This is an optimization exercise on Yosys and OpenROAD, whose aim is small area, a short achievable clock period and few clock cycles, not a production implementation. Where RTL was checked, it was by simulation tests only, not by an equivalence proof against the original.

## willow
## rgb_led_fade_blink_driver_core
module rgb_led_fade_blink_driver_core (
  input  logic        clk,
  input  logic        rst_n,
  input  logic        cfg_we,
  input  logic        cfg_wdata,    
  input  logic        in_tvalid,
  output logic        in_tready,
  input  logic [71:0] in_tdata,
  input  logic [2:0]  in_tuser,     
  output logic        out_tvalid,
  input  logic        out_tready,
  output logic [23:0] out_tdata,    
  output logic [1:0]  out_tuser     
);
clock: 7.0 ns
lec_check: 0
abc_area: 1
cap_margin: 20
core_margin: 2
core_utilization: 40
setup_slack_margin: 3.5
slew_margin: 20
run.sh (not shown) runs the stock make flow with config.mk's settings and CLKGATE_MAP_FILE= SYNTH_SCRIPT=/design/flow/synth_recipe.tcl, a recipe that flattens the netlist after the stock synthesis.
willow went all the way through the flow, and no timing, DRC or antenna check failed.
What maple does differently from willow at the input level:
--- a/flow/design.v
+++ b/flow/design.v
@@ -139,36 +139,22 @@
     on_zero  = (in_on == 16'd0);
     dur_zero = (in_dur == 16'd0);
     fade_go  = (in_dur[15:8] != 8'd0) ||
                ((in_steps == 8'd0) ? (in_dur[7:0] != 8'd0) : (in_dur[7:0] >= in_steps));
     steps_fill[7] = 1'b0;
     for (int i = 6; i >= 0; i--) steps_fill[i] = steps_fill[i+1] | steps_c[i+1];
     steps_msb[2] = |steps_c[7:4];
     steps_msb[1] = steps_msb[2] ? |steps_c[7:6] : |steps_c[3:2];
     steps_msb[0] = steps_msb[2] ? (steps_msb[1] ? steps_c[7] : steps_c[5])
                                 : (steps_msb[1] ? steps_c[3] : steps_c[1]);
   end
-  logic        st_early;
-  logic [23:0] lo_first;
-  logic [23:0] hi_first;
-  logic [23:0] lo_int;
-  logic [23:0] hi_int;
-  always_comb begin
-    st_early = !steps_c[7];
-    for (int c = 0; c < 3; c++) begin
-      hi_first[8*c +: 8] = {7'd0, (in_rgb[8*c +: 8] == 8'd255)};
-      lo_first[8*c +: 8] = (in_rgb[8*c +: 8] == 8'd255) ? 8'd0 : in_rgb[8*c +: 8];
-      hi_int[8*c +: 8]   = {7'd0, (in_rgb[8*c+7] && pct_c == 7'd100)};
-      lo_int[8*c +: 8]   = (in_rgb[8*c+7] && pct_c != 7'd100) ? {1'b0, pct_c} : 8'd0;
-    end
-  end
   logic [15:0] acc_sub;
   logic        acc_hit;
   logic [8:0]  xr_nxt;
   logic [8:0]  d0_set;
   logic [8:0]  d1_set;
   logic        last_step;
   logic        dur_r_zero;
   logic        setup;
   always_comb begin
     acc_sub    = acc_r - {8'd0, total_r};
     acc_hit    = (acc_r[15:9] == 7'd0) && (acc_r[8:0] < {total_r, 1'b0});
@@ -294,53 +280,48 @@
       left_r <= steps_c;
     end else if (ev_fstep) begin
       left_r <= left_r - 8'd1;
     end
     xr_r  <= xr_new;
     if (ln_busy_r && !dv_busy_r) begin
       d0_r <= d0_set;
       d1_r <= d1_set;
     end
     bit_r <= dv_busy_r ? qbit : (sub_r ? !xr_new[8] : xr_new[8]);
     if (ev_fade) begin
-      rem_r <= st_early ? ({steps_fill[6:0], 1'b1} & ~steps_c) : steps_fill;
+      rem_r <= steps_fill;
     end else if (ev_int) begin
       rem_r <= {1'b0, pct_c};
     end else if (dv_busy_r) begin
       rem_r <= rem_nxt;
     end
     if (ev_fade || ev_int) begin
-      cnt_r <= ev_fade ? (st_early ? steps_msb + 3'd1 : steps_msb) : 3'd1;
+      cnt_r <= ev_fade ? steps_msb : 3'd0;
     end else if (dv_busy_r || (in_busy_r && (cnt_r != 3'd7 || out_free))) begin
       cnt_r <= cnt_r + 3'd1;
     end
-    if (ev_fade) begin
+    if (ev_fade || ev_int) begin
       base_r <= in_rgb;
-    end else if (ev_int) begin
-      base_r <= {in_rgb[22:16], 1'b0, in_rgb[14:8], 1'b0, in_rgb[6:0], 1'b0};
     end else if (in_busy_r) begin
       base_r <= {base_r[22:16], 1'b0, base_r[14:8], 1'b0, base_r[6:0], 1'b0};
     end
-    if (ev_fade) begin
-      e_r <= st_early ? lo_first : 24'd0;
+    if (ev_fade || ev_int) begin
+      e_r <= '0;
     end else if (ln_busy_r && !dv_busy_r) begin
       e_r <= sub_r ? 24'd0 : {3{8'd254}};
     end else if (ev_fstep || ln_busy_r || in_busy_r) begin
       e_r <= lane_x;
     end
-    if (ev_fade) begin
-      lo_r <= st_early ? lo_first : 24'd0;
-      hi_r <= st_early ? hi_first : 24'd0;
-    end else if (ev_int) begin
-      lo_r <= lo_int;
-      hi_r <= hi_int;
+    if (ev_fade || ev_int) begin
+      lo_r <= '0;
+      hi_r <= '0;
     end else if (ln_busy_r || (in_busy_r && (cnt_r != 3'd7 || out_free))) begin
       lo_r <= lane_x;
       hi_r <= lane_h;
     end
   end
   always_ff @(posedge clk) begin
     if (!rst_n) begin
       dv_busy_r <= 1'b0;
       ln_busy_r <= 1'b0;
       in_busy_r <= 1'b0;
     end else begin
Notes after the runs:
willow finished every stage and its layout cleared the timing, design-rule and antenna checks. maple: no failed stages, no open violations at the end. Run comparison: willow launching instance or port of the critical path lo_r[0]; maple launching instance or port of the critical path total_r[1]. Highest net fanout along the worst path, willow and maple: larger value in willow. Lower final clock skew was reported by maple, not willow. Synthesized cell count went up slightly going from willow to maple. maple vs willow: total wire length down.
No functional check of the RTL was part of any run of this note.


rgb_led_fade_blink_driver_core, a different RTL version from the one above (not shown whole).
For scale: about 3100 cells after synthesis, roughly 250 flip-flops, ~110 I/O pins, roughly 0.023 sq mm of cells after synthesis.
export LEC_CHECK = 0
export ABC_AREA = 1
export CAP_MARGIN = 20
export CORE_MARGIN = 2
export CORE_UTILIZATION = 40
export SETUP_SLACK_MARGIN = 3.5
export SLEW_MARGIN = 20
create_clock -name core_clock -period 7.0 [get_ports {clk}]
Next try:
--- a/flow/design.v
+++ b/flow/design.v
@@ -110,16 +110,14 @@
   logic [23:0] base_r;
   logic [23:0] e_r;
   logic [23:0] lo_r;
   logic [23:0] hi_r;
   logic        inv_r;
   logic        ov_r;         
-  logic        sk_v_r;       
-  logic [23:0] sk_d_r;
-  logic [1:0]  sk_u_r;
   logic [23:0] out_d;
+  logic        hit_dur;      
   logic        hit_r;        
   logic [23:0] data_r;
   logic        pol_r;
   logic [1:0]  user_r;
   logic [23:0] in_rgb;
   logic [6:0]  in_pct;
@@ -131,22 +129,24 @@
   logic [7:0]  steps_fill;
   logic [2:0]  steps_msb;
   logic        on_zero;
   logic        dur_zero;
   logic        fade_go;
   logic        hit_fade;
+  logic        dur_small;
   assign in_rgb   = in_tdata[23:0];
   assign in_pct   = in_tdata[30:24];
   assign in_on    = in_tdata[46:31];
   assign in_dur   = in_tdata[62:47];
   assign in_steps = in_tdata[70:63];
   always_comb begin
     steps_c  = (in_steps == 8'd0) ? 8'd1 : in_steps;
     pct_c    = (in_pct > rlfb_pkg::PCT_MAX) ? rlfb_pkg::PCT_MAX : in_pct;
     on_zero  = (in_on == 16'd0);
     dur_zero = (in_dur == 16'd0);
+    dur_small = (in_dur[15:1] == 15'd0);
     hit_fade = ({1'b0, in_dur} < {8'd0, steps_c, 1'b0});
     fade_go  = (in_dur[15:8] != 8'd0) ||
                ((in_steps == 8'd0) ? (in_dur[7:0] != 8'd0) : (in_dur[7:0] >= in_steps));
     steps_fill[7] = 1'b0;
     for (int i = 6; i >= 0; i--) steps_fill[i] = steps_fill[i+1] | steps_c[i+1];
     steps_msb[2] = |steps_c[7:4];
@@ -167,23 +167,21 @@
       hi_int[8*c +: 8]   = {7'd0, (in_rgb[8*c+7] && pct_c == 7'd100)};
       lo_int[8*c +: 8]   = (in_rgb[8*c+7] && pct_c != 7'd100) ? {1'b0, pct_c} : 8'd0;
     end
   end
   logic [15:0] acc_sub;
   logic        hit_sub;
-  logic        hit_dur;
   logic [8:0]  xr_nxt;
   logic [8:0]  d0_set;
   logic [8:0]  d1_set;
   logic        last_step;
   logic        dur_r_zero;
   logic        setup;
   always_comb begin
     acc_sub    = acc_r - {8'd0, total_r};
     hit_sub    = (acc_sub[15:9] == 7'd0) && (acc_sub[8:0] < {total_r, 1'b0});
-    hit_dur    = (dur_r[15:9] == 7'd0) && (dur_r[8:0] < {total_r, 1'b0});
     xr_nxt     = xr_r + (bit_r ? d1_r : d0_r);
     d0_set     = sub_r ? {1'b0, rem_r} : 9'd0 - {1'b0, rem_r};
     d1_set     = sub_r ? {1'b0, rem_r} - {1'b0, total_r} : {1'b0, total_r} - {1'b0, rem_r};
     last_step  = (left_r == 8'd1);
     dur_r_zero = (dur_r == 16'd0);
     setup      = dv_busy_r || ln_busy_r;
@@ -232,13 +230,13 @@
     c_fade  = (in_tuser[2:1] == 2'b10);
     c_fin   = !in_tuser[0];
     c_off   = (in_tuser == rlfb_pkg::CMD_OFF);
     st_any  = busy_r && hit_r;
     st_fade = st_any && fade_r;
     st_bon  = st_any && !fade_r && sub_r;
-    room      = !sk_v_r;
+    room      = !ov_r || out_tready;
     in_tready = room && !in_busy_r && !(setup && st_fade);
     take      = in_tvalid && in_tready;
     in_done   = in_busy_r && (cnt_r == 3'd7) && room;
     go_idle  = in_tvalid && room && !busy_r && !in_busy_r;
     go_busy  = in_tvalid && room && busy_r && !(setup && st_fade);
     ev_tick  = go_busy && c_tick;
@@ -282,16 +280,21 @@
       sub_r <= !on_zero;
     end else if (ev_fade) begin
       sub_r <= c_fin;
     end else if (ev_bon) begin
       sub_r <= 1'b0;
     end
+    if (ev_blink) begin
+      hit_dur <= dur_small;
+    end else if (ev_fade) begin
+      hit_dur <= hit_fade;
+    end
     if (ev_tick) begin
       hit_r <= st_any ? hit_dur : hit_sub;
     end else if (ev_blink) begin
-      hit_r <= on_zero ? (in_dur[15:1] == 15'd0) : (in_on[15:1] == 15'd0);
+      hit_r <= on_zero ? dur_small : (in_on[15:1] == 15'd0);
     end else if (ev_fade) begin
       hit_r <= hit_fade;
     end
     if (ev_tick) begin
       acc_r <= st_any ? dur_r : acc_sub;
     end else if (ev_blink) begin
@@ -375,35 +378,23 @@
     end
   end
   always_ff @(posedge clk) begin
     if (!rst_n) begin
       inv_r <= 1'b0;
       ov_r   <= 1'b0;
-      sk_v_r <= 1'b0;
     end else begin
       if (cfg_we) inv_r <= cfg_wdata;
       if (produce) begin
         ov_r <= 1'b1;
-      end else if (out_tready && !sk_v_r) begin
-        ov_r <= 1'b0;
-      end
-      if (produce && ov_r && !out_tready) begin
-        sk_v_r <= 1'b1;
       end else if (out_tready) begin
-        sk_v_r <= 1'b0;
+        ov_r <= 1'b0;
       end
     end
   end
   assign produce = (take && !ev_int) || in_done;
   always_ff @(posedge clk) begin
-    if (!sk_v_r) begin
-      sk_d_r <= out_d;
-      sk_u_r <= user_r;
-    end
-  end
-  always_ff @(posedge clk) begin
     if (!rst_n) begin
       data_r <= '0;
       pol_r  <= 1'b0;
     end else if (ev_fstep) begin
       data_r <= lane_h;
     end else if (in_done) begin
@@ -442,10 +433,10 @@
   rlfb_merge u_merge (
     .data      (data_r),
     .pol       (pol_r),
     .invert    (inv_r),
     .out_tdata (out_d)
   );
-  assign out_tvalid = ov_r || sk_v_r;
-  assign out_tdata  = sk_v_r ? sk_d_r : out_d;
-  assign out_tuser  = sk_v_r ? sk_u_r : user_r;
+  assign out_tvalid = ov_r;
+  assign out_tdata  = out_d;
+  assign out_tuser  = user_r;
 endmodule
Result: The new run passed the timing, design-rule and antenna checks; worst setup slack improved by 0.024 ns; clock-buffer cell count shrinks by 13; wire length is lower by a few percent; cell area decreases by a few percent; non-clock buffer count grows by 14; die area went down by a few percent; synthesized cell count drops by a few percent; register-to-register slack gains 0.02 ns; synthesized area drops by a few percent; sequential share of layout area went down by 0.82 points; core utilization rose by 0.31 points.
No functional check of the RTL was part of any run of this note.


Another version of the RTL of rgb_led_fade_blink_driver_core (not shown whole).
Size in the first run: roughly 220 flip-flops, about 110 I/O pins, roughly 21,000 um^2 of cells after synthesis.
==> flow/config.mk <==
export PLATFORM = sky130hd
export DESIGN_NAME = rgb_led_fade_blink_driver_core
export DESIGN_NICKNAME = rgb_led_fade_blink_driver_core
export VERILOG_FILES = /design/flow/design.v
export SDC_FILE = /design/flow/constraint.sdc
export NUM_CORES = 4
export LEC_CHECK = 0
export ABC_AREA = 1
export CAP_MARGIN = 20
export CORE_MARGIN = 2
export CORE_UTILIZATION = 40
export SETUP_SLACK_MARGIN = 3.3
export SLEW_MARGIN = 20
==> flow/constraint.sdc <==
create_clock -name core_clock -period 7.0 [get_ports {clk}]
set_input_delay 1.4000 -clock core_clock [delete_from_list [all_inputs] [get_ports {clk}]]
set_output_delay 1.4000 -clock core_clock [all_outputs]
set_load 0.01 [all_outputs]
Testbench counts at the start, summed over its fixed seeds: cycles 31,785.
Next try:
--- a/flow/design.v
+++ b/flow/design.v
@@ -296,24 +296,24 @@
     end else if (dv_busy_r || (in_busy_r && (cnt_r != 3'd7 || out_free))) begin
       cnt_r <= cnt_r + 3'd1;
     end
     if (ev_fade || ev_int) begin
       base_r <= in_rgb;
     end else if (in_busy_r) begin
       base_r <= {base_r[22:16], 1'b0, base_r[14:8], 1'b0, base_r[6:0], 1'b0};
     end
-    if (ev_fade || ev_int) begin
+    if (!busy_r && !in_busy_r) begin
       e_r <= '0;
     end else if (ln_busy_r && !dv_busy_r) begin
       e_r <= sub_r ? 24'd0 : {3{8'd254}};
     end else if (ev_fstep || ln_busy_r || in_busy_r) begin
       e_r <= lane_x;
     end
-    if (ev_fade || ev_int) begin
+    if (!busy_r && !in_busy_r) begin
       lo_r <= '0;
       hi_r <= '0;
     end else if (ln_busy_r || (in_busy_r && (cnt_r != 3'd7 || out_free))) begin
       lo_r <= lane_x;
       hi_r <= lane_h;
     end
   end
   always_ff @(posedge clk) begin
Effect: Area after synthesis went up by 0.30%. Via count rose by 0.75%. Register-to-register slack gets better by 0.02 ns. Non-clock buffer count came out higher by 4. Global-route usage came out higher by 0.89 points. Worst setup slack loses 0.062 ns. Routed wire length rises by 5.1%. Final cell count climbs by 0.59%. Die area is about the same. Maximum frequency falls by 1.7%.
Only the layout flow was run in the second run of this note; the RTL was not checked for function there.


Setup of the reference run:
rgb_led_fade_blink_driver_core again, from the RTL that the note above started with.
clock: 7.0 ns
lec_check: 0
abc_area: 1
cap_margin: 20
core_margin: 2
core_utilization: 40
setup_slack_margin: 3.5
slew_margin: 20
Testbench counts of the reference run, summed over its fixed seeds: cycles 31,785.
Edits applied to the flow inputs when going from the reference run to the trial run:
--- a/flow/design.v
+++ b/flow/design.v
@@ -294,28 +294,28 @@
     if (ev_fade || ev_int) begin
       cnt_r <= ev_fade ? steps_msb : 3'd0;
     end else if (dv_busy_r || (in_busy_r && (cnt_r != 3'd7 || out_free))) begin
       cnt_r <= cnt_r + 3'd1;
     end
     if (ev_fade || ev_int) begin
       base_r <= in_rgb;
     end else if (in_busy_r) begin
       base_r <= {base_r[22:16], 1'b0, base_r[14:8], 1'b0, base_r[6:0], 1'b0};
     end
-    if (ev_fade || ev_int) begin
+    if (!busy_r && !in_busy_r) begin
       e_r <= '0;
     end else if (ln_busy_r && !dv_busy_r) begin
       e_r <= sub_r ? 24'd0 : {3{8'd254}};
     end else if (ev_fstep || ln_busy_r || in_busy_r) begin
       e_r <= lane_x;
     end
-    if (ev_fade || ev_int) begin
+    if (!busy_r && !in_busy_r) begin
       lo_r <= '0;
       hi_r <= '0;
     end else if (ln_busy_r || (in_busy_r && (cnt_r != 3'd7 || out_free))) begin
       lo_r <= lane_x;
       hi_r <= lane_h;
     end
   end
   always_ff @(posedge clk) begin
     if (!rst_n) begin
       dv_busy_r <= 1'b0;
==> results.txt <==
The trial run ran to completion and came out clean on the timing, design-rule and antenna checks.
Average vias per placed instance: the trial run > the reference run
As of the trial run, total met2 wirelength after detailed routing had risen by a few percent compared to the reference run.
Across both runs, net total in the final layout was higher for the trial run than for the reference run.
The RTL of the trial run was laid out without a check of its function.

-- afterwards: timing with drivers on the ports --
Ports are ideal in the flow. The routed layouts listed here were re-timed in OpenROAD.
Step 1, drivers: a clkbuf_16 drives clk and a buf_2 each remaining input, both assumed.
Step 2 moves the port delays by t, midway between the first and last clock arrival at a register: inputs arrive t later, outputs are due t later. That takes back most of the time a late clock gives input paths.
Slacks: no drivers / after step 1 / after step 2; pairs: no drivers / after step 1.
run | t (ns) | slack for setup (ns) | worst hold slack (ns) | worst data-port slew with drivers (ns) | cell pins on the clock port's net
willow | 0.600 | 3.155 / 3.155 / 2.767 | 0.542 / 0.542 / 0.542 | 0.09 | 1
maple | 0.605 | 3.338 / 3.288 / 2.925 | 0.489 / 0.489 / 0.489 | 0.07 | 1
the first run of note 2 | 0.633 | 3.199 / 3.199 / 2.798 | 0.459 / 0.459 / 0.459 | 0.09 | 1
the second run of note 2 | 0.615 | 3.223 / 3.223 / 2.644 | 0.483 / 0.483 / 0.483 | 0.08 | 1
the first run of note 3 | 0.609 | 3.373 / 3.337 / 2.839 | 0.488 / 0.488 / 0.488 | 0.14 | 1
the second run of note 3 | 0.623 | 3.312 / 3.255 / 2.753 | 0.480 / 0.480 / 0.480 | 0.08 | 1
the reference run | 0.631 | 3.390 / 3.347 / 2.861 | 0.485 / 0.485 / 0.485 | 0.12 | 1
the trial run | 0.624 | 3.325 / 3.271 / 2.847 | 0.493 / 0.493 / 0.493 | 0.10 | 1
After both steps every run listed still meets setup and hold. For the second run of note 2, which loses most, drivers alone change the setup slack by 0.000 ns; drivers and shift together by -0.579 ns.
